From an optimization exercise on the open Yosys and OpenROAD flow, aimed at a short achievable clock period and few clock cycles; shortcuts taken in it are not production practice. Function was checked by simulation only, so behaviour that the tests miss may differ from the original. Power and IR drop assume default switching activity.

==> v32: inputs <==
// tilt_shake_gesture_detector
module tilt_shake_gesture_detector (
  input  logic                              clk,
  input  logic                              rst_n,
  input  logic                              in_valid,
  output logic                              in_stall,
  input  logic [79:0]                       in_data,    
  output logic                              out_valid,
  input  logic                              out_stall,
  output logic [50:0]                       out_data,   
  input  logic                              cfg_valid,
  output logic                              cfg_ready,
  input  logic [tsg_pkg::CfgIdxW-1:0]       cfg_index,
  input  logic [15:0]                       cfg_data
);
  logic signed [15:0] offset_x_r, offset_y_r, offset_z_r;
  logic signed [15:0] forward_limit_r, backward_limit_r;
  logic [14:0]        side_limit_r;
  logic [15:0]        shake_jump_r, hold_ms_r;
  assign cfg_ready = 1'b1;
  always_ff @(posedge clk) begin
    if (!rst_n) begin
      offset_x_r       <= '0;
      offset_y_r       <= '0;
      offset_z_r       <= '0;
      forward_limit_r  <= tsg_pkg::RST_FORWARD_LIMIT;
      backward_limit_r <= tsg_pkg::RST_BACKWARD_LIMIT;
      side_limit_r     <= tsg_pkg::RST_SIDE_LIMIT;
      shake_jump_r     <= tsg_pkg::RST_SHAKE_JUMP;
      hold_ms_r        <= tsg_pkg::RST_HOLD_MS;
    end else if (cfg_valid) begin
  ...
clock: 7.0 ns
lec_check: 0
cap_margin: 20
core_margin: 2
core_utilization: 65
setup_slack_margin: 4.8
slew_margin: 20
synth_hierarchical: 1
synth_minimum_keep_size: 0
run.sh (not shown) runs the stock make flow with config.mk's settings and CLKGATE_MAP_FILE= SYNTH_SCRIPT=/design/flow/synth_recipe.tcl, a recipe that flattens the netlist after the stock synthesis.
==> v29: changes against v32 <==
--- a/flow/design.v
+++ b/flow/design.v
@@ -127,61 +127,44 @@
     for (int i = 17; i < 32; i++) z = z & (p[i] == t0[i-1]);
     tdiff = {!z, p[15:0] ^ c};
   endfunction
   assign y = tdiff(a, b);
 endmodule
-module tsg_addj (
-  input  logic [15:0] a,
-  input  logic [15:0] j,
-  output logic [17:0] am,
-  output logic [17:0] ap
-);
-  function automatic logic [17:0] add18(input logic [17:0] x, input logic [17:0] y,
-                                        input logic ci);
-    logic [17:0] g, t, p, c;
-    g = x & y;
-    t = x | y;
-    p = x ^ y;
-    for (int d = 1; d < 18; d = d * 2) begin
-      for (int i = 17; i >= d; i = i - 1) begin
-        g[i] = g[i] | (t[i] & g[i-d]);
-        t[i] = t[i] & t[i-d];
-      end
-    end
-    c[0] = ci;
-    for (int i = 1; i < 18; i++) c[i] = g[i-1] | (t[i-1] & ci);
-    add18 = p ^ c;
-  endfunction
-  assign am = add18({{2{a[15]}}, a}, ~{2'b00, j}, 1'b0);
-  assign ap = add18({{2{a[15]}}, a}, {2'b00, j}, 1'b1);
-endmodule
-module tsg_big3 (
+module tsg_jump3 (
+  input  logic [2:0][15:0] a,
   input  logic [2:0][15:0] b,
-  input  logic [2:0][17:0] am,
-  input  logic [2:0][17:0] ap,
+  input  logic [15:0]      j,
   output logic             y
 );
-  function automatic logic uge(input logic [31:0] a, input logic [31:0] b);
+  function automatic logic cout(input logic [31:0] a, input logic [31:0] b);
     logic [31:0] g, t;
-    g = a & ~b;
-    t = a | ~b;
+    g = a & b;
+    t = a | b;
     for (int w = 1; w < 32; w = w * 2) begin
       for (int i = 0; i + 2 * w - 1 < 32; i = i + 2 * w) begin
         g[i+2*w-1] = g[i+2*w-1] | (t[i+2*w-1] & g[i+w-1]);
         t[i+2*w-1] = t[i+2*w-1] & t[i+w-1];
       end
     end
-    uge = g[31] | t[31];
+    cout = g[31];
   endfunction
-  logic [2:0] lo, hi;
-  logic [2:0][17:0] bf;
-  for (genvar i = 0; i < 3; i++) begin : g_ax
-    assign bf[i] = {!b[i][15], {2{b[i][15]}}, b[i][14:0]};
-    assign lo[i] = uge({14'd0, !am[i][17], am[i][16:0]}, {14'd0, bf[i]});
-    assign hi[i] = uge({14'd0, bf[i]}, {14'd0, !ap[i][17], ap[i][16:0]});
-  end
-  assign y = |lo || |hi;
+  function automatic logic jump_big(input logic [15:0] a, input logic [15:0] b,
+                                    input logic [15:0] j);
+    logic [18:0] ea, eb, nj, s1, k1, s2, k2;
+    logic        x, y;
+    ea = {{3{a[15]}}, a};
+    eb = {{3{b[15]}}, b};
+    nj = ~{3'b000, j};
+    s1 = ea ^ ~eb ^ nj;
+    k1 = (ea & ~eb) | (ea & nj) | (~eb & nj);
+    s2 = eb ^ ~ea ^ nj;
+    k2 = (eb & ~ea) | (eb & nj) | (~ea & nj);
+    x  = s1[18] ^ k1[17] ^ cout({s1[17:0], 14'd0}, {k1[16:0], 1'b1, 14'd0});
+    y  = s2[18] ^ k2[17] ^ cout({s2[17:0], 14'd0}, {k2[16:0], 1'b1, 14'd0});
+    jump_big = !x || !y;
+  endfunction
+  assign y = jump_big(a[0], b[0], j) || jump_big(a[1], b[1], j) || jump_big(a[2], b[2], j);
 endmodule
 module tilt_shake_gesture_detector (
   input  logic                              clk,
   input  logic                              rst_n,
   input  logic                              in_valid,
@@ -292,12 +275,11 @@
     if (go_r) begin
       for (int k = 1; k <= 3; k++) {dz1[k], dl1[k]} <= td0[k];
     end
   end
   logic tf2, tb2, tl2, tr2;
-  logic [3:1] hp2, sp2;
-  logic [2:0][17:0] am2, ap2;      
+  logic [3:1] hp2, sp2, bp2;
   logic ge_f1, ge_b1, ge_l1, ge_r1;
   logic [3:1] ge_h1;
   tsg_uge16 u_gf (.a({!c1[0][15], c1[0][14:0]}),
                   .b({!forward_limit_r[15], forward_limit_r[14:0]}), .y(ge_f1));
   tsg_uge16 u_gb (.a({!backward_limit_r[15], backward_limit_r[14:0]}),
@@ -305,61 +287,51 @@
   tsg_uge15 u_gl (.a(side_limit_r), .b(c1[1][14:0]), .y(ge_l1));
   tsg_uge15 u_gr (.a(~c1[1][14:0]), .b(side_limit_r), .y(ge_r1));
   for (genvar k = 1; k <= 3; k++) begin : g_hp
     tsg_uge16 u_gh (.a(dl1[k]), .b(hold_ms_r), .y(ge_h1[k]));
   end
-  logic [2:0][17:0] am1, ap1;
-  for (genvar a = 0; a < 3; a++) begin : g_aj
-    tsg_addj u_aj (.a(c1[a]), .j(shake_jump_r), .am(am1[a]), .ap(ap1[a]));
-  end
+  logic [3:1] big1;
+  tsg_jump3 u_j1 (.a(c1), .b(c2), .j(shake_jump_r), .y(big1[1]));
+  tsg_jump3 u_j2 (.a(c1), .b(c3), .j(shake_jump_r), .y(big1[2]));
+  tsg_jump3 u_j3 (.a(c1), .b(c4), .j(shake_jump_r), .y(big1[3]));
   always_ff @(posedge clk) begin
     if (go_r) begin
       tf2 <= !ge_f1;
       tb2 <= !ge_b1;
       tl2 <= !c1[1][15] && !ge_l1;
       tr2 <= c1[1][15] && ge_r1;
       for (int k = 1; k <= 3; k++) begin
         hp2[k] <= dz1[k] || ge_h1[k];
         sp2[k] <= dz1[k] || (dl1[k] >= 16'(tsg_pkg::SIDE_HOLD_MS));
       end
-      am2 <= am1;
-      ap2 <= ap1;
+      bp2 <= big1;
     end
   end
   logic [31:0] st_f, st_b, st_l, st_r;
   logic [2:0][15:0] prev_r;
   logic uf6, ub6, ul6, ur6, us6;
   logic uf7, ub7, ul7, ur7, us7;
-  logic us8;
   logic tf3, tb3, tl3, tr3;
-  logic [3:1] hp3, sp3;
-  logic [4:1] bp3;
-  logic       qs3;
-  logic [4:1] big2;
-  logic       qbig2;
-  tsg_big3 u_b1 (.b(c3), .am(am2), .ap(ap2), .y(big2[1]));
-  tsg_big3 u_b2 (.b(c4), .am(am2), .ap(ap2), .y(big2[2]));
-  tsg_big3 u_b3 (.b(c5), .am(am2), .ap(ap2), .y(big2[3]));
-  tsg_big3 u_b4 (.b(c6), .am(am2), .ap(ap2), .y(big2[4]));
-  tsg_big3 u_bq (.b(prev_r), .am(am2), .ap(ap2), .y(qbig2));
+  logic [3:1] hp3, sp3, bp3;
   always_ff @(posedge clk) begin
     if (go_r) begin
       tf3 <= tf2; tb3 <= tb2; tl3 <= tl2; tr3 <= tr2;
-      hp3 <= hp2; sp3 <= sp2; bp3 <= big2; qs3 <= qbig2;
+      hp3 <= hp2; sp3 <= sp2; bp3 <= bp2;
     end
   end
   logic tf4, tb4, tl4, tr4;
-  logic [3:1] hp4, sp4;
-  logic [4:1] bp4;
+  logic [3:1] hp4, sp4, bp4;
   logic dzf4, dzb4, dzl4, dzr4;
   logic [15:0] dlf4, dlb4, dll4, dlr4;
   logic qs4;
   logic [16:0] tdf3, tdb3, tdl3, tdr3;
+  logic        qs3;
   tsg_tdiff u_tdf (.a(n3), .b(st_f), .y(tdf3));
   tsg_tdiff u_tdb (.a(n3), .b(st_b), .y(tdb3));
   tsg_tdiff u_tdl (.a(n3), .b(st_l), .y(tdl3));
   tsg_tdiff u_tdr (.a(n3), .b(st_r), .y(tdr3));
+  tsg_jump3 u_jq (.a(c3), .b(prev_r), .j(shake_jump_r), .y(qs3));
   always_ff @(posedge clk) begin
     if (go_r) begin
       tf4 <= tf3; tb4 <= tb3; tl4 <= tl3; tr4 <= tr3;
       hp4 <= hp3; sp4 <= sp3; bp4 <= bp3;
       {dzf4, dlf4} <= tdf3;
@@ -386,11 +358,11 @@
       hp5 <= hp4[1]; sp5 <= sp4[1]; bp5 <= bp4[1];
       rf5 <= uf6 ? hp4[2] : uf7 ? hp4[3] : qf;
       rb5 <= ub6 ? hp4[2] : ub7 ? hp4[3] : qb;
       rl5 <= ul6 ? sp4[2] : ul7 ? sp4[3] : ql;
       rr5 <= ur6 ? sp4[2] : ur7 ? sp4[3] : qr;
-      rs5 <= us6 ? bp4[2] : us7 ? bp4[3] : us8 ? bp4[4] : qs4;
+      rs5 <= us6 ? bp4[2] : us7 ? bp4[3] : qs4;
     end
   end
   logic run_f, fired_f, run_b, fired_b, run_l, run_r;
   logic [1:0] srun;
   logic cf, cb, cl, cr, big;
@@ -426,11 +398,10 @@
       run_b <= 1'b0; fired_b <= 1'b0;
       run_l <= 1'b0; run_r <= 1'b0;
       srun  <= 2'd0;
       uf6 <= 1'b0; ub6 <= 1'b0; ul6 <= 1'b0; ur6 <= 1'b0; us6 <= 1'b0;
       uf7 <= 1'b0; ub7 <= 1'b0; ul7 <= 1'b0; ur7 <= 1'b0; us7 <= 1'b0;
-      us8 <= 1'b0;
       prev_r <= '0;
     end else begin
       if (en_f) begin
         run_f   <= tf5;
         fired_f <= tf5 && run_f && (fired_f || cf);
@@ -447,11 +418,10 @@
         ub6 <= en_b && tb5 && !run_b;
         ul6 <= en_l && tl5 && !run_l;
         ur6 <= en_r && tr5 && !run_r;
         us6 <= en_s;
         uf7 <= uf6; ub7 <= ub6; ul7 <= ul6; ur7 <= ur6; us7 <= us6;
-        us8 <= us7;
         if (us6) prev_r <= c6;
       end
     end
   end
   always_ff @(posedge clk) begin
@@ -468,11 +438,10 @@
   assign res6 = {gest6, c6[0], c6[1], c6[2]};
   always_ff @(posedge clk) begin
     if (push) k_r <= res6;
   end
   always_ff @(posedge clk) begin
-    if (!rst_n)  out_data_r <= '0;
-    else if (hl) out_data_r <= kv_r ? k_r : res6;
+    if (hl) out_data_r <= kv_r ? k_r : res6;
   end
   assign out_valid = out_valid_r;
   assign out_data  = out_data_r;
 endmodule
--- a/flow/config.mk
+++ b/flow/config.mk
@@ -5,10 +5,10 @@
 export SDC_FILE = /design/flow/constraint.sdc
 export NUM_CORES = 4
 export LEC_CHECK = 0
 export CAP_MARGIN = 20
 export CORE_MARGIN = 2
-export CORE_UTILIZATION = 65
+export CORE_UTILIZATION = 55
 export SETUP_SLACK_MARGIN = 4.8
 export SLEW_MARGIN = 20
 export SYNTH_HIERARCHICAL = 1
 export SYNTH_MINIMUM_KEEP_SIZE = 0
==> v35: changes against v32 <==
--- a/flow/design.v
+++ b/flow/design.v
@@ -127,61 +127,44 @@
     for (int i = 17; i < 32; i++) z = z & (p[i] == t0[i-1]);
     tdiff = {!z, p[15:0] ^ c};
   endfunction
   assign y = tdiff(a, b);
 endmodule
-module tsg_addj (
-  input  logic [15:0] a,
-  input  logic [15:0] j,
-  output logic [17:0] am,
-  output logic [17:0] ap
-);
-  function automatic logic [17:0] add18(input logic [17:0] x, input logic [17:0] y,
-                                        input logic ci);
-    logic [17:0] g, t, p, c;
-    g = x & y;
-    t = x | y;
-    p = x ^ y;
-    for (int d = 1; d < 18; d = d * 2) begin
-      for (int i = 17; i >= d; i = i - 1) begin
-        g[i] = g[i] | (t[i] & g[i-d]);
-        t[i] = t[i] & t[i-d];
-      end
-    end
-    c[0] = ci;
-    for (int i = 1; i < 18; i++) c[i] = g[i-1] | (t[i-1] & ci);
-    add18 = p ^ c;
-  endfunction
-  assign am = add18({{2{a[15]}}, a}, ~{2'b00, j}, 1'b0);
-  assign ap = add18({{2{a[15]}}, a}, {2'b00, j}, 1'b1);
-endmodule
-module tsg_big3 (
+module tsg_jump3 (
+  input  logic [2:0][15:0] a,
   input  logic [2:0][15:0] b,
-  input  logic [2:0][17:0] am,
-  input  logic [2:0][17:0] ap,
+  input  logic [15:0]      j,
   output logic             y
 );
-  function automatic logic uge(input logic [31:0] a, input logic [31:0] b);
+  function automatic logic cout(input logic [31:0] a, input logic [31:0] b);
     logic [31:0] g, t;
-    g = a & ~b;
-    t = a | ~b;
+    g = a & b;
+    t = a | b;
     for (int w = 1; w < 32; w = w * 2) begin
       for (int i = 0; i + 2 * w - 1 < 32; i = i + 2 * w) begin
         g[i+2*w-1] = g[i+2*w-1] | (t[i+2*w-1] & g[i+w-1]);
         t[i+2*w-1] = t[i+2*w-1] & t[i+w-1];
       end
     end
-    uge = g[31] | t[31];
+    cout = g[31];
   endfunction
-  logic [2:0] lo, hi;
-  logic [2:0][17:0] bf;
-  for (genvar i = 0; i < 3; i++) begin : g_ax
-    assign bf[i] = {!b[i][15], {2{b[i][15]}}, b[i][14:0]};
-    assign lo[i] = uge({14'd0, !am[i][17], am[i][16:0]}, {14'd0, bf[i]});
-    assign hi[i] = uge({14'd0, bf[i]}, {14'd0, !ap[i][17], ap[i][16:0]});
-  end
-  assign y = |lo || |hi;
+  function automatic logic jump_big(input logic [15:0] a, input logic [15:0] b,
+                                    input logic [15:0] j);
+    logic [18:0] ea, eb, nj, s1, k1, s2, k2;
+    logic        x, y;
+    ea = {{3{a[15]}}, a};
+    eb = {{3{b[15]}}, b};
+    nj = ~{3'b000, j};
+    s1 = ea ^ ~eb ^ nj;
+    k1 = (ea & ~eb) | (ea & nj) | (~eb & nj);
+    s2 = eb ^ ~ea ^ nj;
+    k2 = (eb & ~ea) | (eb & nj) | (~ea & nj);
+    x  = s1[18] ^ k1[17] ^ cout({s1[17:0], 14'd0}, {k1[16:0], 1'b1, 14'd0});
+    y  = s2[18] ^ k2[17] ^ cout({s2[17:0], 14'd0}, {k2[16:0], 1'b1, 14'd0});
+    jump_big = !x || !y;
+  endfunction
+  assign y = jump_big(a[0], b[0], j) || jump_big(a[1], b[1], j) || jump_big(a[2], b[2], j);
 endmodule
 module tilt_shake_gesture_detector (
   input  logic                              clk,
   input  logic                              rst_n,
   input  logic                              in_valid,
@@ -292,12 +275,11 @@
     if (go_r) begin
       for (int k = 1; k <= 3; k++) {dz1[k], dl1[k]} <= td0[k];
     end
   end
   logic tf2, tb2, tl2, tr2;
-  logic [3:1] hp2, sp2;
-  logic [2:0][17:0] am2, ap2;      
+  logic [3:1] hp2, sp2, bp2;
   logic ge_f1, ge_b1, ge_l1, ge_r1;
   logic [3:1] ge_h1;
   tsg_uge16 u_gf (.a({!c1[0][15], c1[0][14:0]}),
                   .b({!forward_limit_r[15], forward_limit_r[14:0]}), .y(ge_f1));
   tsg_uge16 u_gb (.a({!backward_limit_r[15], backward_limit_r[14:0]}),
@@ -305,61 +287,51 @@
   tsg_uge15 u_gl (.a(side_limit_r), .b(c1[1][14:0]), .y(ge_l1));
   tsg_uge15 u_gr (.a(~c1[1][14:0]), .b(side_limit_r), .y(ge_r1));
   for (genvar k = 1; k <= 3; k++) begin : g_hp
     tsg_uge16 u_gh (.a(dl1[k]), .b(hold_ms_r), .y(ge_h1[k]));
   end
-  logic [2:0][17:0] am1, ap1;
-  for (genvar a = 0; a < 3; a++) begin : g_aj
-    tsg_addj u_aj (.a(c1[a]), .j(shake_jump_r), .am(am1[a]), .ap(ap1[a]));
-  end
+  logic [3:1] big1;
+  tsg_jump3 u_j1 (.a(c1), .b(c2), .j(shake_jump_r), .y(big1[1]));
+  tsg_jump3 u_j2 (.a(c1), .b(c3), .j(shake_jump_r), .y(big1[2]));
+  tsg_jump3 u_j3 (.a(c1), .b(c4), .j(shake_jump_r), .y(big1[3]));
   always_ff @(posedge clk) begin
     if (go_r) begin
       tf2 <= !ge_f1;
       tb2 <= !ge_b1;
       tl2 <= !c1[1][15] && !ge_l1;
       tr2 <= c1[1][15] && ge_r1;
       for (int k = 1; k <= 3; k++) begin
         hp2[k] <= dz1[k] || ge_h1[k];
         sp2[k] <= dz1[k] || (dl1[k] >= 16'(tsg_pkg::SIDE_HOLD_MS));
       end
-      am2 <= am1;
-      ap2 <= ap1;
+      bp2 <= big1;
     end
   end
   logic [31:0] st_f, st_b, st_l, st_r;
   logic [2:0][15:0] prev_r;
   logic uf6, ub6, ul6, ur6, us6;
   logic uf7, ub7, ul7, ur7, us7;
-  logic us8;
   logic tf3, tb3, tl3, tr3;
-  logic [3:1] hp3, sp3;
-  logic [4:1] bp3;
-  logic       qs3;
-  logic [4:1] big2;
-  logic       qbig2;
-  tsg_big3 u_b1 (.b(c3), .am(am2), .ap(ap2), .y(big2[1]));
-  tsg_big3 u_b2 (.b(c4), .am(am2), .ap(ap2), .y(big2[2]));
-  tsg_big3 u_b3 (.b(c5), .am(am2), .ap(ap2), .y(big2[3]));
-  tsg_big3 u_b4 (.b(c6), .am(am2), .ap(ap2), .y(big2[4]));
-  tsg_big3 u_bq (.b(prev_r), .am(am2), .ap(ap2), .y(qbig2));
+  logic [3:1] hp3, sp3, bp3;
   always_ff @(posedge clk) begin
     if (go_r) begin
       tf3 <= tf2; tb3 <= tb2; tl3 <= tl2; tr3 <= tr2;
-      hp3 <= hp2; sp3 <= sp2; bp3 <= big2; qs3 <= qbig2;
+      hp3 <= hp2; sp3 <= sp2; bp3 <= bp2;
     end
   end
   logic tf4, tb4, tl4, tr4;
-  logic [3:1] hp4, sp4;
-  logic [4:1] bp4;
+  logic [3:1] hp4, sp4, bp4;
   logic dzf4, dzb4, dzl4, dzr4;
   logic [15:0] dlf4, dlb4, dll4, dlr4;
   logic qs4;
   logic [16:0] tdf3, tdb3, tdl3, tdr3;
+  logic        qs3;
   tsg_tdiff u_tdf (.a(n3), .b(st_f), .y(tdf3));
   tsg_tdiff u_tdb (.a(n3), .b(st_b), .y(tdb3));
   tsg_tdiff u_tdl (.a(n3), .b(st_l), .y(tdl3));
   tsg_tdiff u_tdr (.a(n3), .b(st_r), .y(tdr3));
+  tsg_jump3 u_jq (.a(c3), .b(prev_r), .j(shake_jump_r), .y(qs3));
   always_ff @(posedge clk) begin
     if (go_r) begin
       tf4 <= tf3; tb4 <= tb3; tl4 <= tl3; tr4 <= tr3;
       hp4 <= hp3; sp4 <= sp3; bp4 <= bp3;
       {dzf4, dlf4} <= tdf3;
@@ -386,11 +358,11 @@
       hp5 <= hp4[1]; sp5 <= sp4[1]; bp5 <= bp4[1];
       rf5 <= uf6 ? hp4[2] : uf7 ? hp4[3] : qf;
       rb5 <= ub6 ? hp4[2] : ub7 ? hp4[3] : qb;
       rl5 <= ul6 ? sp4[2] : ul7 ? sp4[3] : ql;
       rr5 <= ur6 ? sp4[2] : ur7 ? sp4[3] : qr;
-      rs5 <= us6 ? bp4[2] : us7 ? bp4[3] : us8 ? bp4[4] : qs4;
+      rs5 <= us6 ? bp4[2] : us7 ? bp4[3] : qs4;
     end
   end
   logic run_f, fired_f, run_b, fired_b, run_l, run_r;
   logic [1:0] srun;
   logic cf, cb, cl, cr, big;
@@ -426,11 +398,10 @@
       run_b <= 1'b0; fired_b <= 1'b0;
       run_l <= 1'b0; run_r <= 1'b0;
       srun  <= 2'd0;
       uf6 <= 1'b0; ub6 <= 1'b0; ul6 <= 1'b0; ur6 <= 1'b0; us6 <= 1'b0;
       uf7 <= 1'b0; ub7 <= 1'b0; ul7 <= 1'b0; ur7 <= 1'b0; us7 <= 1'b0;
-      us8 <= 1'b0;
       prev_r <= '0;
     end else begin
       if (en_f) begin
         run_f   <= tf5;
         fired_f <= tf5 && run_f && (fired_f || cf);
@@ -447,11 +418,10 @@
         ub6 <= en_b && tb5 && !run_b;
         ul6 <= en_l && tl5 && !run_l;
         ur6 <= en_r && tr5 && !run_r;
         us6 <= en_s;
         uf7 <= uf6; ub7 <= ub6; ul7 <= ul6; ur7 <= ur6; us7 <= us6;
-        us8 <= us7;
         if (us6) prev_r <= c6;
       end
     end
   end
   always_ff @(posedge clk) begin
==> results.txt <==
item                                                               v29          v35          v32
Run status                                    timing/DRC/antenna clean  timing/DRC/antenna clean  timing/DRC/antenna clean
Tapcells                                                          1625         1380         1414
Startpoint of the worst register-to-register path               c1[40]       c1[28]       am2[5]
Reported combinational group power                             2.91 mW      3.04 mW      3.19 mW
Routed length on met1                                         70000 um     66000 um     71100 um
Post-synthesis average cell area                             11.7 um^2    11.5 um^2    10.8 um^2
Routed vias/inst                                                  5.49         5.88         5.91
Setup ws final                                                 4.15 ns      4.18 ns      4.23 ns
Clk pin slew, worst setup/hold paths                           0.06 ns      0.07 ns      0.06 ns
Clock insertion delay at the later pin of the skew report      0.78 ns      0.74 ns      0.77 ns
Detailed placer's ending HPWL                                117000 um    114000 um    121000 um
Combinational group share of total power                         16.1%        16.9%        15.8%
Total power per unit cell area                             228 nW/um^2  224 nW/um^2  236 nW/um^2
Die H                                                           355 um       327 um       335 um
Uppermost layer routed                                            met5         met4         met5
Launch instance of the worst min-delay path                     n5[22]          tb4       sp2[3]
Testbench counts of v32, summed over its fixed seeds: cycles 16,064.
Testbench counts of v29, summed over its fixed seeds: cycles 16,064.
Testbench counts of v35, summed over its fixed seeds: cycles 16,064.

static timing again, ports no longer ideal:
In the flow no input, the clock included, has a driving cell. The finished layouts below were timed again as built, in two steps.
Step 1: set_driving_cell puts a clkbuf_16 on clk and a buf_2 on each other input, an assumption about the parent block.
Step 2 times the ports against the registers' clock, not the clock port: input delays grow and output delays shrink by t, the midpoint of the rising clock arrivals with the driver on.
a / b / c = no drivers / after step 1 / after step 2; a / b = the first two.
run | t (ns) | setup slack, ns | hold WS [ns] | worst setup path after step 2 | worst slew at a driven data input, ns
v32 | 0.839 | 4.225 / 4.225 / 3.990 | 0.414 / 0.414 / 0.414 | input to register | 0.14
v29 | 0.845 | 4.146 / 4.146 / 3.998 | 0.413 / 0.413 / 0.413 | input to register | 0.15
v35 | 0.802 | 4.178 / 4.178 / 4.107 | 0.406 / 0.406 / 0.406 | input to register | 0.12
After both steps every run listed still meets setup and hold. For v32, which loses most, drivers alone change the setup slack by 0.000 ns; drivers and shift together by -0.235 ns.
